Context: an optimization exercise on an open-source flow, tuned for small area. The choices shown serve that exercise and are no tape-out recipe.
The RTL was checked by simulation tests, not by an equivalence proof against the original design.
No activity file was given, so power comes from the tool's default toggle rates.

`flow/design.v`:
```
package bce_pkg;
    localparam int ROWS_W = 7;
    localparam int ACC_W  = 29;
    localparam int FR_W   = 21;
    function automatic logic frac_bit(input logic [4:0] mi, input logic [4:0] t);
        case ({mi, t})
            10'd512: frac_bit = 1'b1;
            10'd513: frac_bit = 1'b1;
            10'd523: frac_bit = 1'b1;
            10'd524: frac_bit = 1'b1;
            10'd525: frac_bit = 1'b1;
            10'd527: frac_bit = 1'b1;
            10'd529: frac_bit = 1'b1;
            10'd532: frac_bit = 1'b1;
            10'd256: frac_bit = 1'b1;
            10'd258: frac_bit = 1'b1;
            10'd259: frac_bit = 1'b1;
            10'd260: frac_bit = 1'b1;
            10'd261: frac_bit = 1'b1;
            10'd264: frac_bit = 1'b1;
            10'd266: frac_bit = 1'b1;
            10'd267: frac_bit = 1'b1;
            10'd270: frac_bit = 1'b1;
            10'd273: frac_bit = 1'b1;
            10'd275: frac_bit = 1'b1;
            10'd769: frac_bit = 1'b1;
            10'd771: frac_bit = 1'b1;
            10'd772: frac_bit = 1'b1;
            10'd774: frac_bit = 1'b1;
            10'd775: frac_bit = 1'b1;
            10'd776: frac_bit = 1'b1;
            10'd778: frac_bit = 1'b1;
            10'd780: frac_bit = 1'b1;
            10'd782: frac_bit = 1'b1;
            10'd783: frac_bit = 1'b1;
            10'd784: frac_bit = 1'b1;
            10'd787: frac_bit = 1'b1;
            10'd788: frac_bit = 1'b1;
            10'd131: frac_bit = 1'b1;
            10'd140: frac_bit = 1'b1;
            10'd141: frac_bit = 1'b1;
            10'd142: frac_bit = 1'b1;
            10'd144: frac_bit = 1'b1;
            10'd146: frac_bit = 1'b1;
            10'd385: frac_bit = 1'b1;
            10'd387: frac_bit = 1'b1;
            10'd389: frac_bit = 1'b1;
            10'd391: frac_bit = 1'b1;
            10'd392: frac_bit = 1'b1;
            10'd393: frac_bit = 1'b1;
            10'd396: frac_bit = 1'b1;
            10'd397: frac_bit = 1'b1;
            10'd399: frac_bit = 1'b1;
            10'd401: frac_bit = 1'b1;
            10'd402: frac_bit = 1'b1;
            10'd403: frac_bit = 1'b1;
            10'd640: frac_bit = 1'b1;
            10'd649: frac_bit = 1'b1;
            10'd651: frac_bit = 1'b1;
            10'd653: frac_bit = 1'b1;
            10'd654: frac_bit = 1'b1;
            10'd657: frac_bit = 1'b1;
            10'd658: frac_bit = 1'b1;
            10'd660: frac_bit = 1'b1;
            10'd896: frac_bit = 1'b1;
            10'd897: frac_bit = 1'b1;
            10'd898: frac_bit = 1'b1;
            10'd899: frac_bit = 1'b1;
            10'd900: frac_bit = 1'b1;
            10'd901: frac_bit = 1'b1;
            10'd904: frac_bit = 1'b1;
            10'd906: frac_bit = 1'b1;
            10'd912: frac_bit = 1'b1;
            10'd914: frac_bit = 1'b1;
            10'd915: frac_bit = 1'b1;
            10'd916: frac_bit = 1'b1;
            10'd71: frac_bit = 1'b1;
            10'd74: frac_bit = 1'b1;
            10'd75: frac_bit = 1'b1;
            10'd78: frac_bit = 1'b1;
            10'd79: frac_bit = 1'b1;
            10'd81: frac_bit = 1'b1;
            10'd193: frac_bit = 1'b1;
            10'd194: frac_bit = 1'b1;
            10'd200: frac_bit = 1'b1;
            10'd201: frac_bit = 1'b1;
            10'd202: frac_bit = 1'b1;
            10'd203: frac_bit = 1'b1;
            10'd205: frac_bit = 1'b1;
            10'd206: frac_bit = 1'b1;
            10'd207: frac_bit = 1'b1;
            10'd208: frac_bit = 1'b1;
            10'd209: frac_bit = 1'b1;
            10'd210: frac_bit = 1'b1;
            10'd322: frac_bit = 1'b1;
            10'd323: frac_bit = 1'b1;
            10'd324: frac_bit = 1'b1;
            10'd326: frac_bit = 1'b1;
            10'd327: frac_bit = 1'b1;
            10'd328: frac_bit = 1'b1;
            10'd330: frac_bit = 1'b1;
            10'd331: frac_bit = 1'b1;
            10'd335: frac_bit = 1'b1;
            10'd338: frac_bit = 1'b1;
            10'd339: frac_bit = 1'b1;
            10'd448: frac_bit = 1'b1;
            10'd450: frac_bit = 1'b1;
            10'd456: frac_bit = 1'b1;
            10'd462: frac_bit = 1'b1;
            10'd463: frac_bit = 1'b1;
            10'd468: frac_bit = 1'b1;
            10'd579: frac_bit = 1'b1;
            10'd580: frac_bit = 1'b1;
            10'd581: frac_bit = 1'b1;
            10'd582: frac_bit = 1'b1;
            10'd585: frac_bit = 1'b1;
            10'd587: frac_bit = 1'b1;
            10'd588: frac_bit = 1'b1;
            10'd591: frac_bit = 1'b1;
            10'd594: frac_bit = 1'b1;
            10'd596: frac_bit = 1'b1;
            10'd705: frac_bit = 1'b1;
            10'd707: frac_bit = 1'b1;
            10'd715: frac_bit = 1'b1;
            10'd717: frac_bit = 1'b1;
            10'd723: frac_bit = 1'b1;
            10'd724: frac_bit = 1'b1;
            10'd835: frac_bit = 1'b1;
            10'd836: frac_bit = 1'b1;
            10'd839: frac_bit = 1'b1;
            10'd842: frac_bit = 1'b1;
            10'd844: frac_bit = 1'b1;
            10'd845: frac_bit = 1'b1;
            10'd846: frac_bit = 1'b1;
            10'd848: frac_bit = 1'b1;
            10'd849: frac_bit = 1'b1;
            10'd851: frac_bit = 1'b1;
            10'd852: frac_bit = 1'b1;
            10'd963: frac_bit = 1'b1;
            10'd966: frac_bit = 1'b1;
            10'd967: frac_bit = 1'b1;
            10'd971: frac_bit = 1'b1;
            10'd975: frac_bit = 1'b1;
            10'd977: frac_bit = 1'b1;
            10'd978: frac_bit = 1'b1;
            10'd979: frac_bit = 1'b1;
            10'd980: frac_bit = 1'b1;
            10'd32: frac_bit = 1'b1;
            10'd34: frac_bit = 1'b1;
            10'd35: frac_bit = 1'b1;
            10'd37: frac_bit = 1'b1;
            10'd39: frac_bit = 1'b1;
            10'd40: frac_bit = 1'b1;
            10'd41: frac_bit = 1'b1;
            10'd43: frac_bit = 1'b1;
            10'd45: frac_bit = 1'b1;
            10'd46: frac_bit = 1'b1;
            10'd48: frac_bit = 1'b1;
            10'd96: frac_bit = 1'b1;
            10'd97: frac_bit = 1'b1;
            10'd98: frac_bit = 1'b1;
            10'd100: frac_bit = 1'b1;
            10'd104: frac_bit = 1'b1;
            10'd105: frac_bit = 1'b1;
            10'd109: frac_bit = 1'b1;
            10'd114: frac_bit = 1'b1;
            10'd160: frac_bit = 1'b1;
            10'd163: frac_bit = 1'b1;
            10'd164: frac_bit = 1'b1;
            10'd166: frac_bit = 1'b1;
            10'd167: frac_bit = 1'b1;
            10'd168: frac_bit = 1'b1;
            10'd169: frac_bit = 1'b1;
            10'd172: frac_bit = 1'b1;
            10'd173: frac_bit = 1'b1;
            10'd175: frac_bit = 1'b1;
            10'd177: frac_bit = 1'b1;
            10'd178: frac_bit = 1'b1;
            10'd226: frac_bit = 1'b1;
            10'd233: frac_bit = 1'b1;
            10'd237: frac_bit = 1'b1;
            10'd240: frac_bit = 1'b1;
            10'd243: frac_bit = 1'b1;
            10'd288: frac_bit = 1'b1;
            10'd292: frac_bit = 1'b1;
            10'd296: frac_bit = 1'b1;
            10'd300: frac_bit = 1'b1;
            10'd301: frac_bit = 1'b1;
            10'd302: frac_bit = 1'b1;
            10'd304: frac_bit = 1'b1;
            10'd305: frac_bit = 1'b1;
            10'd307: frac_bit = 1'b1;
            10'd352: frac_bit = 1'b1;
            10'd353: frac_bit = 1'b1;
            10'd354: frac_bit = 1'b1;
            10'd356: frac_bit = 1'b1;
            10'd357: frac_bit = 1'b1;
            10'd358: frac_bit = 1'b1;
            10'd359: frac_bit = 1'b1;
            10'd360: frac_bit = 1'b1;
            10'd361: frac_bit = 1'b1;
            10'd365: frac_bit = 1'b1;
            10'd367: frac_bit = 1'b1;
            10'd368: frac_bit = 1'b1;
            10'd370: frac_bit = 1'b1;
            10'd371: frac_bit = 1'b1;
            10'd418: frac_bit = 1'b1;
            10'd422: frac_bit = 1'b1;
            10'd424: frac_bit = 1'b1;
            10'd426: frac_bit = 1'b1;
            10'd427: frac_bit = 1'b1;
            10'd428: frac_bit = 1'b1;
            10'd429: frac_bit = 1'b1;
            10'd431: frac_bit = 1'b1;
            10'd432: frac_bit = 1'b1;
            10'd433: frac_bit = 1'b1;
            10'd434: frac_bit = 1'b1;
            10'd435: frac_bit = 1'b1;
            10'd480: frac_bit = 1'b1;
            10'd481: frac_bit = 1'b1;
            10'd484: frac_bit = 1'b1;
            10'd485: frac_bit = 1'b1;
            10'd488: frac_bit = 1'b1;
            10'd489: frac_bit = 1'b1;
            10'd490: frac_bit = 1'b1;
            10'd491: frac_bit = 1'b1;
            10'd492: frac_bit = 1'b1;
            10'd493: frac_bit = 1'b1;
            10'd495: frac_bit = 1'b1;
            10'd496: frac_bit = 1'b1;
            10'd500: frac_bit = 1'b1;
            10'd544: frac_bit = 1'b1;
            10'd546: frac_bit = 1'b1;
            10'd548: frac_bit = 1'b1;
            10'd549: frac_bit = 1'b1;
            10'd551: frac_bit = 1'b1;
            10'd552: frac_bit = 1'b1;
            10'd553: frac_bit = 1'b1;
            10'd555: frac_bit = 1'b1;
            10'd557: frac_bit = 1'b1;
            10'd559: frac_bit = 1'b1;
            10'd560: frac_bit = 1'b1;
            10'd561: frac_bit = 1'b1;
            10'd564: frac_bit = 1'b1;
            10'd609: frac_bit = 1'b1;
            10'd615: frac_bit = 1'b1;
            10'd618: frac_bit = 1'b1;
            10'd623: frac_bit = 1'b1;
            10'd624: frac_bit = 1'b1;
            10'd626: frac_bit = 1'b1;
            10'd628: frac_bit = 1'b1;
            10'd672: frac_bit = 1'b1;
            10'd677: frac_bit = 1'b1;
            10'd680: frac_bit = 1'b1;
            10'd681: frac_bit = 1'b1;
            10'd683: frac_bit = 1'b1;
            10'd686: frac_bit = 1'b1;
            10'd688: frac_bit = 1'b1;
            10'd689: frac_bit = 1'b1;
            10'd690: frac_bit = 1'b1;
            10'd692: frac_bit = 1'b1;
            10'd739: frac_bit = 1'b1;
            10'd741: frac_bit = 1'b1;
            10'd742: frac_bit = 1'b1;
            10'd743: frac_bit = 1'b1;
            10'd752: frac_bit = 1'b1;
            10'd755: frac_bit = 1'b1;
            10'd756: frac_bit = 1'b1;
            10'd803: frac_bit = 1'b1;
            10'd808: frac_bit = 1'b1;
            10'd809: frac_bit = 1'b1;
            10'd810: frac_bit = 1'b1;
            10'd813: frac_bit = 1'b1;
            10'd815: frac_bit = 1'b1;
            10'd817: frac_bit = 1'b1;
            10'd819: frac_bit = 1'b1;
            10'd820: frac_bit = 1'b1;
            10'd866: frac_bit = 1'b1;
            10'd867: frac_bit = 1'b1;
            10'd868: frac_bit = 1'b1;
            10'd871: frac_bit = 1'b1;
            10'd873: frac_bit = 1'b1;
            10'd874: frac_bit = 1'b1;
            10'd875: frac_bit = 1'b1;
            10'd876: frac_bit = 1'b1;
            10'd877: frac_bit = 1'b1;
            10'd882: frac_bit = 1'b1;
            10'd883: frac_bit = 1'b1;
            10'd884: frac_bit = 1'b1;
            10'd929: frac_bit = 1'b1;
            10'd931: frac_bit = 1'b1;
            10'd932: frac_bit = 1'b1;
            10'd935: frac_bit = 1'b1;
            10'd939: frac_bit = 1'b1;
            10'd942: frac_bit = 1'b1;
            10'd943: frac_bit = 1'b1;
            10'd944: frac_bit = 1'b1;
            10'd946: frac_bit = 1'b1;
            10'd947: frac_bit = 1'b1;
            10'd948: frac_bit = 1'b1;
            10'd992: frac_bit = 1'b1;
            10'd997: frac_bit = 1'b1;
            10'd998: frac_bit = 1'b1;
            10'd999: frac_bit = 1'b1;
            10'd1000: frac_bit = 1'b1;
            10'd1002: frac_bit = 1'b1;
            10'd1006: frac_bit = 1'b1;
            10'd1008: frac_bit = 1'b1;
            10'd1009: frac_bit = 1'b1;
            10'd1010: frac_bit = 1'b1;
            10'd1011: frac_bit = 1'b1;
            10'd1012: frac_bit = 1'b1;
            default: frac_bit = 1'b0;
        endcase
    endfunction
endpackage
module bce_engine (
    input  logic [6:0] i_x,
    input  logic [4:0] i_t,
    output logic       o_bit
);
    logic [2:0] e;      
    logic [4:0] mi;     
    logic       fbit;
    bce_frac_rom u_rom (.mi(mi), .t(i_t), .b(fbit));
    always_comb begin
        casez (i_x)
            7'b1??????: begin e = 3'd6; mi = i_x[5:1];          end
            7'b01?????: begin e = 3'd5; mi = i_x[4:0];          end
            7'b001????: begin e = 3'd4; mi = {i_x[3:0], 1'b0};  end
            7'b0001???: begin e = 3'd3; mi = {i_x[2:0], 2'b0};  end
            7'b00001??: begin e = 3'd2; mi = {i_x[1:0], 3'b0};  end
            7'b000001?: begin e = 3'd1; mi = {i_x[0], 4'b0};    end
            default:    begin e = 3'd0; mi = 5'd0;              end
        endcase
    end
    always_comb begin
        if (i_t < 5'(bce_pkg::FR_W)) begin
            o_bit = fbit;
        end else if (i_t < 5'(bce_pkg::FR_W + 3)) begin
            o_bit = e[i_t - 5'(bce_pkg::FR_W)];
        end else begin
            o_bit = 1'b0;
        end
    end
endmodule
module bce_frac_rom (
    input  logic [4:0] mi,
    input  logic [4:0] t,
    output logic       b
);
    logic new_n12, new_n13, new_n14, new_n15, new_n16, new_n17, new_n18, new_n19;
    logic new_n20, new_n21, new_n22, new_n23, new_n24, new_n25, new_n26, new_n27;
    logic new_n28, new_n29, new_n30, new_n31, new_n32, new_n33, new_n34, new_n35;
    logic new_n36, new_n37, new_n38, new_n39, new_n40, new_n41, new_n42, new_n43;
    logic new_n44, new_n45, new_n46, new_n47, new_n48, new_n49, new_n50, new_n51;
    logic new_n52, new_n53, new_n54, new_n55, new_n56, new_n57, new_n58, new_n59;
    logic new_n60, new_n61, new_n62, new_n63, new_n64, new_n65, new_n66, new_n67;
    logic new_n68, new_n69, new_n70, new_n71, new_n72, new_n73, new_n74, new_n75;
    logic new_n76, new_n77, new_n78, new_n79, new_n80, new_n81, new_n82, new_n83;
    logic new_n84, new_n85, new_n86, new_n87, new_n88, new_n89, new_n90, new_n91;
    logic new_n92, new_n93, new_n94, new_n95, new_n96, new_n97, new_n98, new_n99;
    logic new_n100, new_n101, new_n102, new_n103, new_n104, new_n105, new_n106, new_n107;
    logic new_n108, new_n109, new_n110, new_n111, new_n112, new_n113, new_n114, new_n115;
    logic new_n116, new_n117, new_n118, new_n119, new_n120, new_n121, new_n122, new_n123;
    logic new_n124, new_n125, new_n126, new_n127, new_n128, new_n129, new_n130, new_n131;
    logic new_n132, new_n133, new_n134, new_n135, new_n136, new_n137, new_n138, new_n139;
    logic new_n140, new_n141, new_n142, new_n143, new_n144, new_n145, new_n146, new_n147;
    logic new_n148, new_n149, new_n150, new_n151, new_n152, new_n153, new_n154, new_n155;
    logic new_n156, new_n157, new_n158, new_n159, new_n160, new_n161, new_n162, new_n163;
    logic new_n164, new_n165, new_n166, new_n167, new_n168, new_n169, new_n170, new_n171;
    logic new_n172, new_n173, new_n174, new_n175, new_n176, new_n177, new_n178, new_n179;
    logic new_n180, new_n181, new_n182, new_n183, new_n184, new_n185, new_n186, new_n187;
    logic new_n188, new_n189, new_n190, new_n191, new_n192, new_n193, new_n194, new_n195;
    logic new_n196, new_n197, new_n198, new_n199, new_n200, new_n201, new_n202, new_n203;
    logic new_n204, new_n205, new_n206, new_n207, new_n208, new_n209, new_n210, new_n211;
    logic new_n212, new_n213, new_n214, new_n215, new_n216, new_n217, new_n218, new_n219;
    logic new_n220, new_n221, new_n222, new_n223, new_n224, new_n225, new_n226, new_n227;
    logic new_n228, new_n229, new_n230, new_n231, new_n232, new_n233, new_n234, new_n235;
    logic new_n236, new_n237, new_n238, new_n239, new_n240, new_n241, new_n242, new_n243;
    logic new_n244, new_n245, new_n246, new_n247, new_n248, new_n249, new_n250, new_n251;
    assign new_n12 = ~mi[0]& t[4];
    assign new_n13 = mi[1]& ~new_n12;
    assign new_n14 = ~t[2]& ~t[3];
    assign new_n15 = t[4]& new_n14;
    assign new_n16 = ~mi[0]& ~t[1];
    assign new_n17 = new_n15 & ~new_n16;
    assign new_n18 = ~t[0]& new_n17;
    assign new_n19 = ~t[0]& new_n14;
    assign new_n20 = ~mi[0]& ~t[4];
    assign new_n21 = new_n19 & new_n20;
    assign new_n22 = ~t[1]& new_n21;
    assign new_n23 = ~t[2]& t[3];
    assign new_n24 = t[0]& new_n23;
    assign new_n25 = ~t[0]& t[2];
    assign new_n26 = t[1]& t[3];
    assign new_n27 = new_n25 & new_n26;
    assign new_n28 = ~new_n24 & ~new_n27;
    assign new_n29 = ~t[4]& ~new_n28;
    assign new_n30 = ~new_n22 & ~new_n29;
    assign new_n31 = ~new_n18 & new_n30;
    assign new_n32 = ~new_n13 & new_n31;
    assign new_n33 = t[1]& ~t[4];
    assign new_n34 = new_n19 & new_n33;
    assign new_n35 = t[0]& t[1];
    assign new_n36 = new_n14 & new_n35;
    assign new_n37 = ~mi[1]& ~new_n36;
    assign new_n38 = ~t[2]& ~t[4];
    assign new_n39 = t[0]& ~t[1];
    assign new_n40 = ~mi[0]& new_n39;
    assign new_n41 = ~new_n38 & new_n40;
    assign new_n42 = ~t[0]& new_n26;
    assign new_n43 = t[1]& ~t[2];
    assign new_n44 = ~new_n42 & new_n43;
    assign new_n45 = mi[0]& ~t[4];
    assign new_n46 = t[3]& ~new_n25;
    assign new_n47 = new_n45 & ~new_n46;
    assign new_n48 = ~new_n44 & ~new_n47;
    assign new_n49 = ~new_n41 & new_n48;
    assign new_n50 = new_n37 & ~new_n49;
    assign new_n51 = t[4]& ~new_n14;
    assign new_n52 = new_n32 & ~new_n51;
    assign new_n53 = ~new_n19 & new_n28;
    assign new_n54 = new_n45 & ~new_n53;
    assign new_n55 = ~t[3]& new_n33;
    assign new_n56 = ~new_n54 & ~new_n55;
    assign new_n57 = t[0]& ~new_n56;
    assign new_n58 = mi[0]& t[1];
    assign new_n59 = ~t[4]& ~new_n58;
    assign new_n60 = t[2]& t[3];
    assign new_n61 = new_n20 & new_n35;
    assign new_n62 = new_n60 & ~new_n61;
    assign new_n63 = new_n59 & new_n62;
    assign new_n64 = new_n38 & new_n42;
    assign new_n65 = ~t[0]& ~t[1];
    assign new_n66 = t[2]& ~t[3];
    assign new_n67 = new_n65 & new_n66;
    assign new_n68 = new_n14 & new_n58;
    assign new_n69 = ~new_n67 & ~new_n68;
    assign new_n70 = ~new_n64 & new_n69;
    assign new_n71 = ~new_n63 & new_n70;
    assign new_n72 = ~new_n57 & new_n71;
    assign new_n73 = ~new_n52 & new_n72;
    assign new_n74 = ~new_n50 & ~new_n73;
    assign new_n75 = t[0]& ~new_n32;
    assign new_n76 = t[1]& ~new_n75;
    assign new_n77 = new_n74 & new_n76;
    assign new_n78 = t[0]& ~new_n74;
    assign new_n79 = new_n15 & ~new_n78;
    assign new_n80 = ~new_n77 & new_n79;
    assign new_n81 = ~new_n34 & ~new_n80;
    assign new_n82 = ~new_n32 & ~new_n81;
    assign new_n83 = ~mi[0]& ~t[2];
    assign new_n84 = ~t[3]& ~new_n83;
    assign new_n85 = ~new_n46 & ~new_n84;
    assign new_n86 = ~new_n40 & ~new_n43;
    assign new_n87 = ~new_n85 & new_n86;
    assign new_n88 = mi[1]& ~new_n87;
    assign new_n89 = ~t[4]& ~new_n88;
    assign new_n90 = ~new_n82 & ~new_n89;
    assign new_n91 = t[2]& new_n16;
    assign new_n92 = ~new_n65 & ~new_n91;
    assign new_n93 = ~new_n60 & ~new_n92;
    assign new_n94 = mi[0]& ~t[1];
    assign new_n95 = new_n60 & new_n94;
    assign new_n96 = ~mi[1]& ~new_n27;
    assign new_n97 = ~new_n95 & new_n96;
    assign new_n98 = ~new_n93 & new_n97;
    assign new_n99 = ~new_n90 & ~new_n98;
    assign new_n100 = new_n15 & new_n88;
    assign new_n101 = new_n81 & new_n100;
    assign new_n102 = ~new_n99 & ~new_n101;
    assign new_n103 = ~t[2]& ~new_n102;
    assign new_n104 = new_n45 & new_n66;
    assign new_n105 = t[0]& new_n104;
    assign new_n106 = mi[0]& t[4];
    assign new_n107 = ~new_n37 & ~new_n106;
    assign new_n108 = ~new_n105 & ~new_n107;
    assign new_n109 = ~new_n54 & new_n108;
    assign new_n110 = ~mi[3]& ~new_n109;
    assign new_n111 = ~new_n103 & ~new_n110;
    assign new_n112 = new_n15 & new_n39;
    assign new_n113 = new_n38 & new_n94;
    assign new_n114 = ~new_n112 & ~new_n113;
    assign new_n115 = new_n20 & new_n26;
    assign new_n116 = new_n114 & ~new_n115;
    assign new_n117 = mi[1]& ~new_n61;
    assign new_n118 = ~new_n83 & ~new_n117;
    assign new_n119 = ~t[0]& ~t[3];
    assign new_n120 = t[1]& ~new_n23;
    assign new_n121 = new_n45 & ~new_n120;
    assign new_n122 = ~new_n68 & ~new_n121;
    assign new_n123 = new_n119 & ~new_n122;
    assign new_n124 = ~new_n118 & ~new_n123;
    assign new_n125 = new_n116 & new_n124;
    assign new_n126 = ~new_n111 & ~new_n125;
    assign new_n127 = t[3]& new_n39;
    assign new_n128 = ~mi[3]& ~new_n127;
    assign new_n129 = ~mi[1]& t[0];
    assign new_n130 = new_n15 & new_n129;
    assign new_n131 = new_n20 & new_n43;
    assign new_n132 = ~new_n130 & ~new_n131;
    assign new_n133 = new_n102 & new_n132;
    assign new_n134 = ~new_n128 & ~new_n133;
    assign new_n135 = ~mi[2]& ~new_n134;
    assign new_n136 = ~new_n126 & new_n135;
    assign new_n137 = new_n39 & ~new_n84;
    assign new_n138 = ~new_n23 & ~new_n26;
    assign new_n139 = ~mi[0]& ~new_n138;
    assign new_n140 = mi[1]& ~new_n139;
    assign new_n141 = ~new_n137 & new_n140;
    assign new_n142 = ~t[4]& ~new_n141;
    assign new_n143 = new_n81 & ~new_n142;
    assign new_n144 = t[4]& new_n65;
    assign new_n145 = ~new_n42 & ~new_n144;
    assign new_n146 = mi[0]& ~new_n145;
    assign new_n147 = ~mi[0]& ~new_n63;
    assign new_n148 = ~t[3]& new_n39;
    assign new_n149 = ~new_n43 & ~new_n148;
    assign new_n150 = ~new_n147 & new_n149;
    assign new_n151 = ~t[4]& ~new_n150;
    assign new_n152 = ~new_n146 & ~new_n151;
    assign new_n153 = new_n37 & ~new_n152;
    assign new_n154 = ~mi[3]& ~new_n153;
    assign new_n155 = ~new_n143 & new_n154;
    assign new_n156 = mi[1]& ~new_n144;
    assign new_n157 = ~new_n66 & ~new_n146;
    assign new_n158 = new_n33 & ~new_n157;
    assign new_n159 = t[0]& ~t[4];
    assign new_n160 = ~new_n20 & ~new_n159;
    assign new_n161 = ~new_n114 & new_n160;
    assign new_n162 = t[4]& new_n67;
    assign new_n163 = ~new_n161 & ~new_n162;
    assign new_n164 = ~new_n17 & ~new_n105;
    assign new_n165 = new_n117 & new_n164;
    assign new_n166 = new_n163 & new_n165;
    assign new_n167 = ~new_n158 & new_n166;
    assign new_n168 = ~new_n156 & ~new_n167;
    assign new_n169 = new_n38 & new_n65;
    assign new_n170 = ~new_n21 & ~new_n169;
    assign new_n171 = t[1]& new_n60;
    assign new_n172 = ~new_n160 & new_n171;
    assign new_n173 = ~new_n121 & ~new_n172;
    assign new_n174 = new_n170 & new_n173;
    assign new_n175 = ~new_n168 & new_n174;
    assign new_n176 = ~new_n47 & ~new_n113;
    assign new_n177 = t[0]& ~new_n176;
    assign new_n178 = ~mi[0]& new_n144;
    assign new_n179 = ~new_n51 & ~new_n178;
    assign new_n180 = ~new_n25 & ~new_n83;
    assign new_n181 = new_n26 & ~new_n180;
    assign new_n182 = new_n59 & new_n119;
    assign new_n183 = ~new_n181 & ~new_n182;
    assign new_n184 = new_n179 & new_n183;
    assign new_n185 = ~new_n177 & new_n184;
    assign new_n186 = ~mi[1]& ~new_n185;
    assign new_n187 = mi[3]& ~new_n186;
    assign new_n188 = ~new_n175 & new_n187;
    assign new_n189 = mi[2]& ~new_n188;
    assign new_n190 = ~new_n155 & new_n189;
    assign new_n191 = ~new_n136 & ~new_n190;
    assign new_n192 = ~mi[4]& ~new_n191;
    assign new_n193 = t[0]& ~new_n14;
    assign new_n194 = new_n20 & ~new_n23;
    assign new_n195 = ~new_n66 & new_n194;
    assign new_n196 = ~new_n17 & ~new_n104;
    assign new_n197 = ~new_n195 & new_n196;
    assign new_n198 = ~t[1]& ~new_n197;
    assign new_n199 = new_n193 & new_n198;
    assign new_n200 = mi[2]& ~new_n199;
    assign new_n201 = t[0]& new_n14;
    assign new_n202 = new_n116 & new_n201;
    assign new_n203 = t[1]& new_n104;
    assign new_n204 = ~new_n202 & ~new_n203;
    assign new_n205 = new_n200 & new_n204;
    assign new_n206 = ~t[2]& new_n42;
    assign new_n207 = ~new_n35 & ~new_n201;
    assign new_n208 = ~new_n43 & ~new_n207;
    assign new_n209 = ~new_n206 & ~new_n208;
    assign new_n210 = new_n45 & ~new_n209;
    assign new_n211 = ~new_n35 & ~new_n171;
    assign new_n212 = t[2]& ~new_n127;
    assign new_n213 = new_n211 & new_n212;
    assign new_n214 = ~new_n24 & ~new_n213;
    assign new_n215 = new_n20 & ~new_n214;
    assign new_n216 = t[3]& new_n61;
    assign new_n217 = ~mi[2]& ~new_n216;
    assign new_n218 = ~new_n18 & new_n217;
    assign new_n219 = ~new_n215 & new_n218;
    assign new_n220 = ~new_n210 & new_n219;
    assign new_n221 = ~new_n205 & ~new_n220;
    assign new_n222 = t[0]& new_n131;
    assign new_n223 = ~new_n168 & ~new_n222;
    assign new_n224 = ~new_n221 & new_n223;
    assign new_n225 = new_n31 & new_n200;
    assign new_n226 = ~new_n19 & ~new_n193;
    assign new_n227 = new_n45 & ~new_n226;
    assign new_n228 = new_n217 & ~new_n227;
    assign new_n229 = ~new_n198 & new_n228;
    assign new_n230 = ~new_n225 & ~new_n229;
    assign new_n231 = new_n163 & new_n168;
    assign new_n232 = ~new_n230 & new_n231;
    assign new_n233 = ~new_n224 & ~new_n232;
    assign new_n234 = ~mi[3]& ~new_n233;
    assign new_n235 = new_n20 & new_n211;
    assign new_n236 = ~new_n133 & new_n235;
    assign new_n237 = ~new_n38 & ~new_n39;
    assign new_n238 = ~new_n159 & ~new_n237;
    assign new_n239 = ~new_n14 & ~new_n67;
    assign new_n240 = ~new_n238 & ~new_n239;
    assign new_n241 = new_n45 & ~new_n211;
    assign new_n242 = ~mi[1]& ~new_n241;
    assign new_n243 = ~new_n240 & new_n242;
    assign new_n244 = ~new_n236 & new_n243;
    assign new_n245 = mi[2]& ~new_n167;
    assign new_n246 = ~new_n244 & new_n245;
    assign new_n247 = ~mi[2]& new_n74;
    assign new_n248 = mi[3]& ~new_n247;
    assign new_n249 = ~new_n246 & new_n248;
    assign new_n250 = ~new_n234 & ~new_n249;
    assign new_n251 = mi[4]& ~new_n250;
    assign b = ~new_n192 & ~new_n251;
endmodule
module binary_column_entropy_sum_core
#(
    parameter int MAX_ROWS    = 64,
    parameter int MAX_COLUMNS = 4096,
    parameter int FRAC_BITS   = 16
) (
    input  logic              i_clk,
    input  logic              i_rst_n,
    input  logic              i_cfg_we,
    input  logic [6:0]        i_cfg_wdata,
    input  logic              s_axis_tvalid,
    output logic              s_axis_tready,
    input  logic [63:0]       s_axis_tdata,
    input  logic              s_axis_tlast,
    output logic              m_axis_tvalid,
    input  logic              m_axis_tready,
    output logic [31:0]       m_axis_tdata,
    output logic              m_axis_tuser
);
    localparam logic [2:0] S_IDLE = 3'd0, S_COUNT = 3'd1, S_MAC = 3'd2, S_DIV = 3'd3,
                           S_ADD = 3'd4, S_FIX = 3'd5, S_OUT = 3'd6, S_CLR = 3'd7;
    logic [2:0]  r_st;
    logic [6:0]  r_rows;
    logic [63:0] r_sh;       
    logic [6:0]  r_m, r_k;
    logic [5:0]  r_cnt;
    logic [1:0]  r_ph;
    logic [8:0]  r_a;        
    logic [28:0] r_tot;
    logic        r_cy, r_nz, r_ovf, r_last;
    logic        idle;
    logic [6:0]  m_eff;
    logic [6:0]  x;
    logic        lbit;
    logic        bb;
    logic [8:0]  a_sum;
    logic        loop_wr, loop_bit;
    logic [6:0]  rem_t;
    logic [7:0]  rem_d;
    logic        q_bit;
    logic        add_b, add_s, add_c;
    logic        tot_en, tot_in;
    assign idle          = (r_st == S_IDLE);
    assign s_axis_tready = idle;
    assign m_axis_tvalid = (r_st == S_OUT);
    assign m_axis_tdata  = {3'b000, r_tot};
    assign m_axis_tuser  = r_ovf;
    assign m_eff = (r_rows == 7'd0) ? 7'd1 : (r_rows > 7'd64) ? 7'd64 : r_rows;
    assign x = (r_ph == 2'd0) ? r_m : (r_ph == 2'd1) ? r_k : (r_m - r_k);
    bce_engine u_log (
        .i_x   (x),
        .i_t   (r_cnt[4:0]),
        .o_bit (lbit)
    );
    assign bb    = lbit ^ (r_ph != 2'd0);
    assign a_sum = r_a + (bb ? {2'b00, x} : 9'd0);
    assign rem_t = {r_a[5:0], r_sh[0]};
    assign rem_d = {1'b0, rem_t} - {1'b0, r_m};
    assign q_bit = !rem_d[7];
    always_comb begin
        loop_wr  = 1'b0;
        loop_bit = r_sh[0];
        if (r_st == S_MAC && r_ph == 2'd2 && r_cnt >= 6'd4) begin
            loop_wr  = 1'b1;
            loop_bit = a_sum[0];
        end else if (r_st == S_DIV && r_k == 7'd24) begin
            loop_bit = q_bit;
        end
    end
    assign add_b = !(r_cnt[4] && r_cnt[3]) && r_sh[0];
    assign add_s = r_tot[0] ^ add_b ^ r_cy;
    assign add_c = (r_tot[0] & add_b) | (r_tot[0] & r_cy) | (add_b & r_cy);
    always_comb begin
        tot_en = 1'b0;
        tot_in = 1'b0;
        case (r_st)
            S_ADD: begin
                tot_en = (r_ph == 2'd2);
                tot_in = add_s;
            end
            S_FIX: begin
                tot_en = 1'b1;
                tot_in = r_tot[0] & !(r_ovf && r_cnt != 6'd28);
            end
            S_CLR: begin
                tot_en = 1'b1;
                tot_in = 1'b0;
            end
            default: ;
        endcase
    end
    always_ff @(posedge i_clk) begin
        if (!i_rst_n) begin
            r_rows <= 7'd64;
        end else if (i_cfg_we) begin
            r_rows <= i_cfg_wdata;
        end
    end
    always_ff @(posedge i_clk) begin
        if (idle) begin
            r_sh <= s_axis_tdata;
        end else begin
            r_sh[63:25] <= {1'b0, r_sh[63:26]};
            r_sh[23:0]  <= r_sh[24:1];
            r_sh[24]    <= (r_st == S_COUNT) ? r_sh[25] : loop_bit;
        end
    end
    always_ff @(posedge i_clk) begin
        if (tot_en) r_tot <= {tot_in, r_tot[28:1]};
    end
    always_ff @(posedge i_clk) begin
        if (!i_rst_n) begin
            r_st  <= S_CLR;
            r_cnt <= 6'd0;
        end else begin
            case (r_st)
                S_IDLE: begin
                    r_m    <= m_eff;
                    r_last <= s_axis_tlast;
                    r_k    <= 7'd0;
                    r_cnt  <= 6'd0;
                    if (s_axis_tvalid) r_st <= S_COUNT;
                end
                S_COUNT: begin
                    if ({1'b0, r_cnt} < r_m && r_sh[0]) r_k <= r_k + 7'd1;
                    r_cnt <= r_cnt + 6'd1;
                    r_ph  <= 2'd0;
                    r_a   <= {2'b00, r_m};
                    if (r_cnt == 6'd63) r_st <= S_MAC;
                end
                S_MAC: begin
                    if (r_ph == 2'd2) begin
                        r_ph  <= 2'd0;
                        r_a   <= a_sum >> 1;
                        r_cnt <= r_cnt + 6'd1;
                        if (r_cnt == 6'd28) begin
                            r_a   <= 9'd0;
                            r_cnt <= 6'd4;
                            r_k   <= 7'd0;
                            r_st  <= S_DIV;
                        end
                    end else begin
                        r_ph <= r_ph + 2'd1;
                        r_a  <= a_sum;
                    end
                end
                S_DIV: begin
                    r_k <= r_k + 7'd1;
                    if (r_k == 7'd24) begin
                        r_k      <= 7'd3;
                        r_a[5:0] <= q_bit ? rem_d[5:0] : rem_t[5:0];
                        r_cnt    <= r_cnt + 6'd1;
                        if (r_cnt == 6'd28) begin
                            r_cy  <= q_bit;
                            r_nz  <= 1'b0;
                            r_ph  <= 2'd0;
                            r_cnt <= 6'd0;
                            r_st  <= S_ADD;
                        end
                    end
                end
                S_ADD: begin
                    r_ph <= (r_ph == 2'd2) ? 2'd0 : r_ph + 2'd1;
                    if (r_ph == 2'd2) begin
                        r_cy  <= add_c;
                        r_nz  <= r_nz | add_s;
                        r_cnt <= r_cnt + 6'd1;
                        if (r_cnt == 6'd28) begin
                            if (add_s && r_nz) r_ovf <= 1'b1;
                            r_cnt <= 6'd0;
                            r_st  <= S_FIX;
                        end
                    end
                end
                S_FIX: begin
                    r_cnt <= r_cnt + 6'd1;
                    if (r_cnt == 6'd28) begin
                        r_cnt <= 6'd0;
                        r_st  <= r_last ? S_OUT : S_IDLE;
                    end
                end
                S_OUT: begin
                    if (m_axis_tready) r_st <= S_CLR;
                end
                default: begin  
                    r_cnt <= r_cnt + 6'd1;
                    r_ovf <= 1'b0;
                    if (r_cnt == 6'd28) begin
                        r_cnt <= 6'd0;
                        r_st  <= S_IDLE;
                    end
                end
            endcase
        end
    end
endmodule
```
`flow/constraint.sdc`:
```
create_clock -name core_clock -period 11.0 [get_ports {i_clk}]
set_input_delay 2.2000 -clock core_clock [delete_from_list [all_inputs] [get_ports {i_clk}]]
set_output_delay 2.2000 -clock core_clock [all_outputs]
set_load 0.01 [all_outputs]
```
`flow/config.mk`:
```
export PLATFORM = sky130hd
export DESIGN_NAME = binary_column_entropy_sum_core
export DESIGN_NICKNAME = binary_column_entropy_sum_core
export VERILOG_FILES = /design/flow/design.v
export SDC_FILE = /design/flow/constraint.sdc
export NUM_CORES = 4
export LEC_CHECK = 0
export ABC_AREA = 1
export CAP_MARGIN = 20
export CORE_MARGIN = 2
export CORE_UTILIZATION = 45
export CTS_BUF_LIST = sky130_fd_sc_hd__clkbuf_8
export PLACE_DENSITY = 0.6
export SLEW_MARGIN = 20
```
`flow/standard.sh`:
```
#!/bin/bash
# synth_recipe.tcl (not shown) runs the flow's synth.tcl, then flattens the netlist and writes it again
# the make line also repeats each setting of config.mk as NAME=value (left out here)
make -C /OpenROAD-flow-scripts/flow DESIGN_CONFIG=/design/flow/config.mk WORK_HOME=/design/flow/orfs CLKGATE_MAP_FILE= SYNTH_SCRIPT=/design/flow/synth_recipe.tcl "${@:-finish}"
```
`flow/flow/run.sh`:
```
#!/bin/bash
# Own layout flow: the standard layout (standard.sh: the standard synthesis, floorplan,
# power grid, placement, CTS, routing) with two changes:
#  - the port buffers that global placement inserts are buf_1 instead of the cell that
#    buffer_ports picks by default (each port still gets its own buffer);
#  - clock tree synthesis uses clkbuf_8 and inserts no dummy loads.
# The make output goes to standard_flow.log; each ORFS step logs under orfs/logs/.
set -euo pipefail
export BUFFER_PORTS_ARGS="-buffer_cell sky130_fd_sc_hd__buf_1"
export CTS_ARGS="-sink_clustering_enable -repair_clock_nets -buf_list sky130_fd_sc_hd__clkbuf_8 -dont_use_dummy_load"
bash standard.sh > standard_flow.log 2>&1
```
==> flow_metrics.env, run 1 <==
export IMPL_yosys_area_share_simple=0.288
export IMPL_postSynthCellCount=1028
export IMPL_post_drt_wl_per_cell_um=14.7
export IMPL_cts_tree="built"
export IMPL_ioPinCount=112
export IMPL_worst_hold_slack_after_final_layout_ns=0.405
export IMPL_total_number_of_clock_tree_sinks=138
export IMPL_finalWeightedCongestion=0.989
export IMPL_setup_reg_to_reg_worst_slack_ns=4.83
export IMPL_path_clk_slew_ns=0.06
export IMPL_synth_top_family_by_area="simple AND/OR/NAND/NOR gates"
export IMPL_reg2regPathDepth=46
export IMPL_syn_area_mm2=0.00775
export IMPL_finalSetupViolCount=0
export IMPL_pwr_density_cell_mw_per_mm2=169
export IMPL_mostFrequentLayoutCell="nand2_1"
export IMPL_synthTopCellsByArea="edfxtp_1, dfxtp_1, nand2_1"
export IMPL_critical_path_max_stage_delay_ns=0.44
export IMPL_maximum_number_of_pins_on_one_net_before_global_route_repair=68
export IMPL_post_synthesis_sequential_element_count=138
export IMPL_root_buffer="clkbuf_8"
export IMPL_rows=47
export IMPL_report_power_total_mw=1.45
export IMPL_antenna_found_initial=0
export IMPL_detail_route_vias_per_cell=5.17
export IMPL_portBuffers=108
export IMPL_rsz0062_at_grt="no"
export IMPL_synthesis_yosys_warnings=2
export IMPL_crit_required_ns=11.15
export IMPL_clkLatencyLatePin_ns=0.43
export IMPL_worst_setup_path_type="reg2reg"
export IMPL_crit_path_max_fanout=9
export IMPL_synthAdderAreaFrac=0.0685
export IMPL_numCtsBuffers=17
export IMPL_routed_wirelength_mm=19.9
export IMPL_die_x_um=135
export IMPL_cts_repair_resized_insts=0
export IMPL_post_cts_buffers=0
export IMPL_post_route_drc_count=0
export IMPL_die_height_um=135
export IMPL_overflow=0
export IMPL_hold_class="reg2reg"
export IMPL_post_route_period_util=0.561
export IMPL_worst_slew_pin_slew_ns=1.02
export IMPL_number_of_nets_in_the_finished_design=1247
export IMPL_place_area_mm2=0.00834
export IMPL_antenna_diode_count=0
export IMPL_post_route_min_period_ns=6.17
export IMPL_leakagePower_nw=3.91
export IMPL_compound_gate_fraction_of_synth_area=0.117
export IMPL_groute_usage_overall=0.225
export IMPL_yosys_area_share_xor_xnor=0.0181
export IMPL_count_of_flip_flops_with_a_built_in_enable_after_synthesis=58
export IMPL_clock_skew_ns=0.0334
export IMPL_totalNegativeSetupSlack_ns=0
export IMPL_place_detailed_hpwl_mm=15.0
export IMPL_dominantRegCellSynth="dfxtp_1"
export IMPL_yosysSeqAreaShare=0.431
export IMPL_layout_cell_area_non_filler_mm2=0.00858
export IMPL_hold_path_end="r_sh[31]"
export IMPL_drt_first_pass_iters=5
export IMPL_hold_viol=0
export IMPL_synth_area_leader_cell="edfxtp_1"
export IMPL_drt_iter0_markers=571
export IMPL_rr_endpoint="r_a[5]"
export IMPL_timing_max_cap_violations=0
export IMPL_postRouteAntennaNets=0
export IMPL_relative_max_transition_margin=0.312
export IMPL_ir_drop_mv=0.144
export IMPL_mostFrequentLayoutCells="nand2_1, inv_1, buf_1"
export IMPL_type_of_element_launching_the_critical_path="register"
export IMPL_worstHoldPathCells=2
export IMPL_via_count_of_the_first_global_routing_pass=6571
export IMPL_core_area_mm2=0.0167
export IMPL_asyncSetResetFlopFracSynth=0
export IMPL_cts_hold_buffers=0
export IMPL_critical_path_top_cell_by_count="nand2_1"
export IMPL_cp_slowest_cell="edfxtp_1"
export IMPL_muxShareOfSynthArea=0
export IMPL_final_layout_size_suffix_gt1_frac=0.0612
export IMPL_vias=6968
export IMPL_post_synth_top_area_fraction=0.225
export IMPL_run_status="finished clean"
export IMPL_min_delay_start="r_sh[32]"
export IMPL_synth_avg_cell_area_um2=7.54
export IMPL_cp_end_kind="register"
export IMPL_worstReg2RegStart="r_m[0]"
export IMPL_cts_htree_levels=4
export IMPL_floorplan_initialDensity=0.464
export IMPL_syn_to_final_growth_pct=10.7
export IMPL_clk_path_buf_depth=2
export IMPL_synth_distinct_cells=53
export IMPL_slew_violations=0
export IMPL_floorplan_die_area_mm2=0.0183
export IMPL_cp_arrival_ns=6.32
export IMPL_clock_fmax_ghz=0.162
export IMPL_grt_first_pass_wirelength_mm=32.7
## critical path: cells and delay by family (launching register included)
family | cells | cell delay (ns)
buffers and inverters | 3 | 0.24
adders and majority gates | 4 | 1.16
DFF | 1 | 0.44
AOI/OAI and AO/OA | 3 | 0.62
and+or+nand+nor | 36 | 3.44
## state kept, by name (all words and copies together), names as in the netlist, 3 cells and up
signal and flops:
r_m 7, r_tot 29, r_k 7, r_cnt 6, r_a 9, r_st 3
r_rows 7, r_sh 64
## Yosys cell counts (all sizes together), types with 2 or more instances
| cell | number |
|---|---|
| nand2 | 347 |
| inv | 117 |
| nor2 | 96 |
| dfxtp | 80 |
| a21oi | 59 |
| edfxtp | 58 |
| o21ai | 58 |
| nand3 | 43 |
| ha | 36 |
| clkbuf | 23 |
| nand4 | 13 |
| o211ai | 13 |
| nor3 | 12 |
| buf | 10 |
| xor2 | 10 |
| xnor2 | 6 |
| a31oi | 5 |
| o22ai | 5 |
| and2 | 4 |
| fa | 4 |
| or2 | 4 |
| o311ai | 3 |
| a211oi | 2 |
| a221oi | 2 |
| clkinv | 2 |
| nor4 | 2 |
| o2111ai | 2 |
| o21bai | 2 |
## report_power, final
group	internal, mW	switching, mW
sequential	0.635	0.0534
combinational	0.152	0.322
clock	0.136	0.152
total	0.923	0.527
## through the flow
| stage | worst slack (ns) | std cells | utilization |
|---|---|---|---|
| floorplan | 5.70 | 1030 | - |
| global route | 4.30 | 1348 | 0.513 |
| global placement | 4.93 | 1331 | 0.499 |
| detailed placement | 4.91 | 1331 | 0.499 |
| finish | 4.83 | 1348 | 0.513 |
| CTS | 4.87 | 1348 | 0.513 |
## how the worst max path moves through the flow
stage               startpoint     end  slack (ns)
finish                  r_m[0]  r_a[5]        4.83
global route            r_m[0]  r_a[5]        4.30
detailed placement      r_m[0]  r_a[5]        4.91
CTS                     r_m[0]  r_a[5]        4.87
floorplan               r_m[0]  r_a[5]        5.70
global placement        r_m[0]  r_a[5]        4.93
## cell families (layout without fill, tap and decap cells)
family,count (synthesis),count (layout)
AOI/OAI and AO/OA,157,157
xor gates and xnor gates,16,16
adders and majority gates,40,40
buffers and inverters,152,250
DFF,138,138
other,1,3
and+or+nand+nor,524,524
## per-layer routing
metal / up-vias / track usage / wire [um]
li1: 3538 / - / -
met1: 3102 / 0.310 / 9260
met2: 288 / 0.342 / 8690
met3: 40 / 0.0677 / 1520
met4: 0 / 0.0694 / 384
met5: - / 0 / 0
## cell type report
| cell class | count | area (um2) |
|---|---|---|
| Clock buffer | 17 | 234 |
| Timing Repair Buffer | 114 | 450 |
| Multi-Input combinational cell | 740 | 3830 |
| Sequential cell | 138 | 3340 |
| Tap cell | 220 | 275 |
| Inverter | 119 | 447 |
| Fill cell | 1701 | 8130 |
==> run 2: changes to the inputs <==
--- a/flow/flow/run.sh
+++ b/flow/flow/run.sh
@@ -7,5 +7,5 @@
 # The make output goes to standard_flow.log; each ORFS step logs under orfs/logs/.
 set -euo pipefail
 export BUFFER_PORTS_ARGS="-buffer_cell sky130_fd_sc_hd__buf_1"
-export CTS_ARGS="-sink_clustering_enable -repair_clock_nets -buf_list sky130_fd_sc_hd__clkbuf_8 -dont_use_dummy_load"
+export CTS_ARGS="-sink_clustering_enable -repair_clock_nets -buf_list sky130_fd_sc_hd__clkbuf_8 -dont_use_dummy_load -sink_clustering_size 30 -sink_clustering_max_diameter 200 -sink_clustering_levels 1"
 bash standard.sh > standard_flow.log 2>&1
==> run 2 against run 1 <==
- die area did not move
- via count is the same
- wire length unchanged
- non-clock buffer count unchanged
- area after synthesis unchanged
- sequential share of layout area is the same
- clock skew unchanged
- synthesized cell count is the same
- critical path depth unchanged
- maximum frequency did not move
- clock power is essentially flat
- final cell count stayed put
- largest cell class unchanged
- largest power group unchanged
- highest routed layer unchanged
==> flow_metrics.env, run 2 <==
export IMPL_ir_drop_mv=0.144
export IMPL_synth_avg_cell_area_um2=7.54
export IMPL_antenna_found_initial=0
export IMPL_syn_area_mm2=0.00775
export IMPL_synthesis_yosys_warnings=2
export IMPL_post_layout_cell_count=1348
export IMPL_finalSetupViolCount=0
export IMPL_crit_required_ns=11.15
export IMPL_post_route_period_util=0.561
export IMPL_worstReg2RegStart="r_m[0]"
export IMPL_critical_path_endpoint="r_a[5]"
export IMPL_maximum_number_of_pins_on_one_net_before_global_route_repair=68
export IMPL_rows=47
export IMPL_floorplan_initialDensity=0.464
export IMPL_critical_path_top_cell_by_count="nand2_1"
export IMPL_rsz0062_at_grt="no"
export IMPL_post_cts_buffers=0
export IMPL_synthMostInstantiatedCell="nand2_1"
export IMPL_rr_endpoint="r_a[5]"
export IMPL_cts_htree_levels=4
export IMPL_reg2regPathDepth=46
export IMPL_total_number_of_clock_tree_sinks=138
export IMPL_final_layout_size_suffix_gt1_frac=0.0612
export IMPL_count_of_flip_flops_with_a_built_in_enable_after_synthesis=58
export IMPL_ioPinCount=112
export IMPL_slew_violations=0
export IMPL_leakagePower_nw=3.91
export IMPL_totalNegativeSetupSlack_ns=0
export IMPL_place_inst=1331
export IMPL_relative_max_transition_margin=0.312
export IMPL_die_height_um=135
export IMPL_post_synthesis_sequential_element_count=138
export IMPL_detail_route_vias_per_cell=5.17
export IMPL_hold_viol=0
export IMPL_synthTopCellsByArea="edfxtp_1, dfxtp_1, nand2_1"
export IMPL_hold_class="reg2reg"
export IMPL_number_of_nets_in_the_finished_design=1247
export IMPL_critical_path_max_stage_delay_ns=0.44
export IMPL_syn_to_final_growth_pct=10.7
export IMPL_postRouteAntennaNets=0
export IMPL_startpoint="r_m[0]"
export IMPL_clk_path_buf_depth=2
export IMPL_via_count_of_the_first_global_routing_pass=6571
export IMPL_overflow=0
export IMPL_worst_slew_pin_slew_ns=1.02
export IMPL_postSynthCellCount=1028
export IMPL_timing_max_cap_violations=0
export IMPL_groute_usage_overall=0.225
export IMPL_root_buffer="clkbuf_8"
export IMPL_mostFrequentLayoutCell="nand2_1"
export IMPL_reg_largest_list="r_sh: 64 flops, r_tot: 29 flops, r_a: 9 flops"
export IMPL_cp_end_kind="register"
export IMPL_cts_tree="built"
export IMPL_largest_register="r_sh"
export IMPL_largest_register_ffs=64
export IMPL_core_area_mm2=0.0167
export IMPL_worst_setup_path_type="reg2reg"
export IMPL_antenna_diode_count=0
export IMPL_synth_area_leader_cell="edfxtp_1"
export IMPL_cp_slowest_cell="edfxtp_1"
export IMPL_type_of_element_launching_the_critical_path="register"
export IMPL_routed_wirelength_mm=19.9
export IMPL_place_detailed_hpwl_mm=15.0
export IMPL_finalWeightedCongestion=0.989
export IMPL_yosysSeqAreaShare=0.431
export IMPL_pwr_density_cell_mw_per_mm2=169
export IMPL_drt_iter0_markers=571
export IMPL_post_route_min_period_ns=6.17
export IMPL_post_route_drc_count=0
export IMPL_mostFrequentLayoutCells="nand2_1, inv_1, buf_1"
export IMPL_synth_distinct_cells=53
export IMPL_path_clk_slew_ns=0.06
export IMPL_post_synth_most_frequent_cells="nand2_1, inv_1, nor2_1"
export IMPL_vias=6968
export IMPL_drt_first_pass_iters=5
export IMPL_portBuffers=108
export IMPL_floorplan_die_area_mm2=0.0183
export IMPL_die_x_um=135
export IMPL_grt_first_pass_wirelength_mm=32.7
export IMPL_post_drt_wl_per_cell_um=14.7
export IMPL_dominantRegCellSynth="dfxtp_1"
export IMPL_clock_skew_ns=0.0334
export IMPL_run_status="finished clean"
export IMPL_numCtsBuffers=17
export IMPL_post_synth_top_area_fraction=0.225
export IMPL_asyncSetResetFlopFracSynth=0
export IMPL_setup_reg_to_reg_worst_slack_ns=4.83
export IMPL_cp_arrival_ns=6.32
export IMPL_clock_fmax_ghz=0.162
export IMPL_clkLatencyLatePin_ns=0.43
export IMPL_cts_repair_resized_insts=0
export IMPL_cts_hold_buffers=0
export IMPL_crit_path_max_fanout=9
## run 2: cell counts after synthesis
Identical to the previous run, type by type.
## run 2: logic make-up (layout without fill, tap and decap cells)
family,count (synthesis),count (layout),synth area share
compound gates,157,157,0.117
xor+xnor,16,16,0.0181
fa+ha+maj,40,40,0.0685
buf+inv,152,250,0.0773
flops,138,138,0.431
other cells,1,3,0.000484
simple gates,524,524,0.288
## run 2: final cells by class
| cell class | instances | area, um2 |
|---|---|---|
| Timing Repair Buffer | 114 | 450 |
| Sequential cell | 138 | 3340 |
| Inverter | 119 | 447 |
| Multi-Input combinational cell | 740 | 3830 |
| Tap cell | 220 | 275 |
| Fill cell | 1701 | 8130 |
| Clock buffer | 17 | 234 |
## run 2: worst min-delay path by stage
| stage | cells past startpoint | startpoint | slack [ns] | endpoint |
|---|---|---|---|---|
| 2_1_floorplan | 2 | r_sh[1] | 0.40 | r_sh[0] |
| 3_3_place_gp | 2 | r_sh[3] | 0.40 | r_sh[2] |
| 3_5_place_dp | 2 | r_sh[23] | 0.40 | r_sh[22] |
| 4_1_cts | 2 | r_sh[32] | 0.41 | r_sh[31] |
| 5_1_grt | 2 | r_sh[50] | 0.43 | r_sh[49] |
| 6_report | 2 | r_sh[32] | 0.40 | r_sh[31] |
## run 2: worst max-delay path: cells and delay by family, from the launching register on
family	cells	cell delay [ns]
fa+ha+maj	4	1.16
compound gates	3	0.62
simple gates	36	3.44
flops	1	0.44
buf+inv	3	0.24
## run 2: routing by layer
metal | up-vias | global-route usage | wire (um)
li1 | 3538 | - | -
met1 | 3102 | 0.310 | 9260
met2 | 288 | 0.342 | 8690
met3 | 40 | 0.0677 | 1520
met4 | 0 | 0.0694 | 384
met5 | - | 0 | 0
## run 2: stage by stage
stage	power, mW	hold WS (ns)	worst slack [ns]	util	area [um2]
after floorplan	1.01	0.396	5.70	-	7760
after global placement	1.17	0.398	4.93	0.499	8340
after detailed placement	1.16	0.404	4.91	0.499	8340
after CTS	1.46	0.411	4.87	0.513	8580
after global routing	1.55	0.430	4.30	0.513	8580
final	1.45	0.405	4.83	0.513	8580
## run 2: report_power, final
group / switching (mW) / internal, mW / total (mW)
clock: 0.152 / 0.136 / 0.288
combinational: 0.322 / 0.152 / 0.474
sequential: 0.0534 / 0.635 / 0.688
total: 0.527 / 0.923 / 1.45
==> run 3: changes to the inputs <==
--- a/flow/design.v
+++ b/flow/design.v
@@ -650,8 +650,8 @@
     logic [1:0]  r_ph;
     logic [8:0]  r_a;        
     logic [28:0] r_tot;
-    logic        r_cy, r_nz, r_ovf, r_last;
-    logic        idle;
+    logic        r_ovf, r_last;
+    logic        idle, xfer;
     logic [6:0]  m_eff;
     logic [6:0]  x;
     logic        lbit;
@@ -683,7 +683,11 @@
     always_comb begin
         loop_wr  = 1'b0;
         loop_bit = r_sh[0];
-        if (r_st == S_MAC && r_ph == 2'd2 && r_cnt >= 6'd4) begin
+        if (r_st == S_COUNT || r_st == S_CLR) begin
+            loop_bit = r_sh[25];
+        end else if (r_st == S_FIX) begin
+            loop_bit = 1'b0;
+        end else if (r_st == S_MAC && r_ph == 2'd2 && r_cnt >= 6'd4) begin
             loop_wr  = 1'b1;
             loop_bit = a_sum[0];
         end else if (r_st == S_DIV && r_k == 7'd24) begin
@@ -691,8 +695,8 @@
         end
     end
     assign add_b = !(r_cnt[4] && r_cnt[3]) && r_sh[0];
-    assign add_s = r_tot[0] ^ add_b ^ r_cy;
-    assign add_c = (r_tot[0] & add_b) | (r_tot[0] & r_cy) | (add_b & r_cy);
+    assign add_s = r_tot[0] ^ add_b ^ r_a[0];
+    assign add_c = (r_tot[0] & add_b) | (r_tot[0] & r_a[0]) | (add_b & r_a[0]);
     always_comb begin
         tot_en = 1'b0;
         tot_in = 1'b0;
@@ -719,14 +723,11 @@
             r_rows <= i_cfg_wdata;
         end
     end
+    assign xfer = idle && s_axis_tvalid;
     always_ff @(posedge i_clk) begin
-        if (idle) begin
-            r_sh <= s_axis_tdata;
-        end else begin
-            r_sh[63:25] <= {1'b0, r_sh[63:26]};
-            r_sh[23:0]  <= r_sh[24:1];
-            r_sh[24]    <= (r_st == S_COUNT) ? r_sh[25] : loop_bit;
-        end
+        r_sh[63:25] <= {1'b0, r_sh[63:26]} | (xfer ? s_axis_tdata[63:25] : 39'd0);
+        r_sh[24]    <= loop_bit | (xfer && s_axis_tdata[24]);
+        r_sh[23:0]  <= r_sh[24:1] | (xfer ? s_axis_tdata[23:0] : 24'd0);
     end
     always_ff @(posedge i_clk) begin
         if (tot_en) r_tot <= {tot_in, r_tot[28:1]};
@@ -745,11 +746,14 @@
                     if (s_axis_tvalid) r_st <= S_COUNT;
                 end
                 S_COUNT: begin
-                    if ({1'b0, r_cnt} < r_m && r_sh[0]) r_k <= r_k + 7'd1;
+                    if (r_sh[0]) r_k <= r_k + 7'd1;
                     r_cnt <= r_cnt + 6'd1;
                     r_ph  <= 2'd0;
                     r_a   <= {2'b00, r_m};
-                    if (r_cnt == 6'd63) r_st <= S_MAC;
+                    if ({1'b0, r_cnt} + 7'd1 == r_m) begin
+                        r_cnt <= 6'd0;
+                        r_st  <= S_MAC;
+                    end
                 end
                 S_MAC: begin
                     if (r_ph == 2'd2) begin
@@ -774,8 +778,7 @@
                         r_a[5:0] <= q_bit ? rem_d[5:0] : rem_t[5:0];
                         r_cnt    <= r_cnt + 6'd1;
                         if (r_cnt == 6'd28) begin
-                            r_cy  <= q_bit;
-                            r_nz  <= 1'b0;
+                            r_a[1:0] <= {1'b0, q_bit};   
                             r_ph  <= 2'd0;
                             r_cnt <= 6'd0;
                             r_st  <= S_ADD;
@@ -785,11 +788,10 @@
                 S_ADD: begin
                     r_ph <= (r_ph == 2'd2) ? 2'd0 : r_ph + 2'd1;
                     if (r_ph == 2'd2) begin
-                        r_cy  <= add_c;
-                        r_nz  <= r_nz | add_s;
+                        r_a[1:0] <= {r_a[1] | add_s, add_c};
                         r_cnt <= r_cnt + 6'd1;
                         if (r_cnt == 6'd28) begin
-                            if (add_s && r_nz) r_ovf <= 1'b1;
+                            if (add_s && r_a[1]) r_ovf <= 1'b1;
                             r_cnt <= 6'd0;
                             r_st  <= S_FIX;
                         end
@@ -808,7 +810,7 @@
                 default: begin  
                     r_cnt <= r_cnt + 6'd1;
                     r_ovf <= 1'b0;
-                    if (r_cnt == 6'd28) begin
+                    if (r_cnt == 6'd63) begin
                         r_cnt <= 6'd0;
                         r_st  <= S_IDLE;
                     end
--- a/flow/flow/run.sh
+++ b/flow/flow/run.sh
@@ -7,5 +7,5 @@
 # The make output goes to standard_flow.log; each ORFS step logs under orfs/logs/.
 set -euo pipefail
 export BUFFER_PORTS_ARGS="-buffer_cell sky130_fd_sc_hd__buf_1"
-export CTS_ARGS="-sink_clustering_enable -repair_clock_nets -buf_list sky130_fd_sc_hd__clkbuf_8 -dont_use_dummy_load -sink_clustering_size 30 -sink_clustering_max_diameter 200 -sink_clustering_levels 1"
+export CTS_ARGS="-sink_clustering_enable -repair_clock_nets -buf_list sky130_fd_sc_hd__clkbuf_4 -dont_use_dummy_load"
 bash standard.sh > standard_flow.log 2>&1
--- a/flow/config.mk
+++ b/flow/config.mk
@@ -8,7 +8,7 @@
 export ABC_AREA = 1
 export CAP_MARGIN = 20
 export CORE_MARGIN = 2
-export CORE_UTILIZATION = 45
-export CTS_BUF_LIST = sky130_fd_sc_hd__clkbuf_8
-export PLACE_DENSITY = 0.6
+export CORE_UTILIZATION = 60
+export CTS_BUF_LIST = sky130_fd_sc_hd__clkbuf_4
+export PLACE_DENSITY = 0.7
 export SLEW_MARGIN = 20
==> run 3 against run 2 <==
- first-iteration DRC count is 19% higher
- largest power group is now combinational logic
- final cell count is 14% lower
- register-to-register slack better by 0.12 ns
==> flow_metrics.env, run 3 <==
export IMPL_critical_path_top_cell_by_count="nand2_1"
export IMPL_hold_class="reg2reg"
export IMPL_pwr_density_cell_mw_per_mm2=258
export IMPL_post_cts_buffers=0
export IMPL_drt_iter0_markers=681
export IMPL_cts_tree="built"
export IMPL_detail_route_vias_per_cell=5.96
export IMPL_dominantRegCellSynth="dfxtp_1"
export IMPL_worst_slew_pin_slew_ns=0.847
export IMPL_numCtsBuffers=17
export IMPL_reg_largest_list="r_sh: 64 flops, r_tot: 29 flops, r_a: 9 flops"
export IMPL_cp_slowest_cell="edfxtp_1"
export IMPL_startpoint="r_m[0]"
export IMPL_timing_max_cap_violations=0
export IMPL_cts_htree_levels=4
export IMPL_cp_arrival_ns=6.32
export IMPL_worstReg2RegStart="r_m[0]"
export IMPL_clkLatencyLatePin_ns=0.55
export IMPL_number_of_nets_in_the_finished_design=1109
export IMPL_type_of_element_launching_the_critical_path="register"
export IMPL_clk_path_buf_depth=2
export IMPL_syn_to_final_growth_pct=8.67
export IMPL_synth_top_family_by_area="simple AND/OR/NAND/NOR gates"
export IMPL_total_number_of_clock_tree_sinks=136
export IMPL_cp_end_kind="register"
export IMPL_synthMostInstantiatedCell="nand2_1"
export IMPL_floorplan_initialDensity=0.620
export IMPL_largest_register="r_sh"
export IMPL_die_height_um=116
export IMPL_yosysSeqAreaShare=0.435
export IMPL_groute_usage_overall=0.311
export IMPL_mostFrequentLayoutCells="nand2_1, inv_1, buf_1"
export IMPL_run_status="finished clean"
export IMPL_cts_repair_resized_insts=0
export IMPL_vias=6928
export IMPL_post_layout_cell_count=1163
export IMPL_synthAdderAreaFrac=0.0620
export IMPL_place_area_mm2=0.00807
export IMPL_die_x_um=116
export IMPL_synth_area_leader_cell="edfxtp_1"
export IMPL_finalSetupViolCount=0
export IMPL_totalNegativeSetupSlack_ns=0
export IMPL_relative_max_transition_margin=0.435
export IMPL_post_synth_top_area_fraction=0.223
export IMPL_yosys_area_share_simple=0.201
export IMPL_leakagePower_nw=3.50
export IMPL_compound_gate_fraction_of_synth_area=0.199
export IMPL_crit_path_max_fanout=7
export IMPL_syn_area_mm2=0.00755
export IMPL_clock_skew_ns=0.0500
export IMPL_postRouteAntennaNets=0
export IMPL_crit_required_ns=11.27
export IMPL_post_route_min_period_ns=6.05
export IMPL_yosys_area_share_xor_xnor=0.0244
export IMPL_synth_avg_cell_area_um2=8.43
export IMPL_clock_fmax_ghz=0.165
export IMPL_antenna_found_initial=0
export IMPL_routed_wirelength_mm=20.2
export IMPL_largest_register_ffs=64
export IMPL_path_clk_slew_ns=0.09
export IMPL_asyncSetResetFlopFracSynth=0
export IMPL_synthTopCellsByArea="edfxtp_1, dfxtp_1, nand2_1"
export IMPL_grt_first_pass_wirelength_mm=32.5
export IMPL_worst_setup_path_type="reg2reg"
export IMPL_drt_first_pass_iters=5
export IMPL_mostFrequentLayoutCell="nand2_1"
export IMPL_final_layout_size_suffix_gt1_frac=0.129
export IMPL_worst_hold_slack_after_final_layout_ns=0.405
export IMPL_place_inst=1146
export IMPL_finalWeightedCongestion=0.962
export IMPL_post_route_drc_count=0
export IMPL_hold_viol=0
export IMPL_antenna_diode_count=0
export IMPL_maximum_number_of_pins_on_one_net_before_global_route_repair=67
export IMPL_critical_path_max_stage_delay_ns=0.49
export IMPL_post_synthesis_sequential_element_count=136
export IMPL_synth_distinct_cells=61
export IMPL_overflow=0
export IMPL_floorplan_die_area_mm2=0.0135
export IMPL_count_of_flip_flops_with_a_built_in_enable_after_synthesis=56
export IMPL_cts_hold_buffers=0
export IMPL_rsz0062_at_grt="no"
export IMPL_post_synth_most_frequent_cells="nand2_1, inv_1, nor2_1"
export IMPL_muxShareOfSynthArea=0
export IMPL_post_drt_wl_per_cell_um=17.4
export IMPL_synthesis_yosys_warnings=2
export IMPL_setup_ws_ns=4.95
export IMPL_core_area_mm2=0.0122
export IMPL_ioPinCount=112
export IMPL_rows=40
export IMPL_post_route_period_util=0.550
export IMPL_place_worst_setup_slack_ns=5.06
export IMPL_place_detailed_hpwl_mm=15.3
export IMPL_slew_violations=0
export IMPL_portBuffers=108
export IMPL_root_buffer="clkbuf_4"
export IMPL_via_count_of_the_first_global_routing_pass=6802
export IMPL_layout_cell_area_non_filler_mm2=0.00820
export IMPL_min_delay_start="r_sh[18]"
export IMPL_ir_drop_mv=0.192
export IMPL_postSynthCellCount=895
-- run 3: cell count changes after synthesis, sizes merged, moves of 3 or more --
cell	before	now
nand2	347	162
a31o	0	62
o21ai	58	45
nor3	12	6
ha	36	31
xor2	10	15
a2111oi	1	5
o2111ai	2	6
a21boi	0	3
nor2	96	93
o31ai	0	3
-- run 3: metal layers --
layer | vias to the layer above | wire length (um) | track usage | share of wire
met4 | 0 | 546 | 0.136 | 0.027
met2 | 362 | 9670 | 0.510 | 0.48
met1 | 3229 | 8180 | 0.390 | 0.41
met5 | - | 0 | 0 | 0
li1 | 3284 | - | - | -
met3 | 53 | 1790 | 0.0841 | 0.089
-- run 3: kinds of logic after synthesis --
logic type | after synthesis
and+or+nand+nor | 332
AOI/OAI and AO/OA | 220
other | 1
DFF | 136
xor gates and xnor gates | 21
buffers and inverters | 150
adders and majority gates | 35
-- run 3: worst paths after layout --
kind                                 end  slack (ns)  cells after the start
worst min-delay path            r_sh[17]        0.40                      1
worst max-delay path              r_a[7]        4.95                     42
worst max register to register    r_a[7]        4.95                     42
worst min register to register  r_sh[17]        0.40                      1
-- run 3: final cells by class --
class                      instances  area (um2)
fill                             994        3960
clock buffer                      17         128
inverter                         119         454
tap                              168         210
sequential                       136        3280
multi-input combinational        611        3690
timing repair buffer             112         437
-- run 3: critical path, delay by kind of cell, from the launching register on --
kind | cells | cell delay (ns)
simple gates | 29 | 2.65
fa+ha+maj | 4 | 1.21
compound gates | 6 | 1.05
flops | 1 | 0.49
xor+xnor | 1 | 0.23
buf+inv | 2 | 0.18
-- run 3: report_power, final --
part / switching [mW] / total [mW] / internal, mW
Combinational: 0.718 / 1.10 / 0.384
Sequential: 0.0906 / 0.796 / 0.706
Clock: 0.150 / 0.220 / 0.0705
-- run 3: through the flow --
step | util | power (mW)
global placement | 0.664 | 1.84
finish | 0.674 | 2.12
floorplan | - | 1.59
detailed placement | 0.664 | 1.87
global route | 0.674 | 2.27
CTS | 0.674 | 2.10

re-timing with driven ports:
The results above use ideal ports. As a check the final layouts listed here were re-extracted and re-timed, cells and wires unchanged.
Step 1 (the two cells are an assumption about what drives the block):
set clk [get_ports {i_clk}]
set_driving_cell -lib_cell sky130_fd_sc_hd__clkbuf_16 $clk
set_driving_cell -lib_cell sky130_fd_sc_hd__buf_2 [delete_from_list [all_inputs] $clk]
Step 2 adds t to the input delays and takes it off the output delays; t is the mean of the earliest and latest rising clock arrival at the registers after step 1. Input paths then give back, and output paths get back, about the clock's delay inside the block.
Three values: ideal ports, drivers, drivers and shift; two values: the first two.
run | t, ns | slack for setup (ns) | slew at the worst register clock pin (ns) | worst data-port slew with drivers (ns)
run 1 | 0.452 | 4.829 / 4.829 / 4.829 | 0.08 / 0.08 | 0.06
run 2 | 0.452 | 4.829 / 4.829 / 4.829 | 0.08 / 0.08 | 0.06
run 3 | 0.563 | 4.954 / 4.954 / 4.954 | 0.13 / 0.13 | 0.04
After both steps every run listed still meets setup and hold.
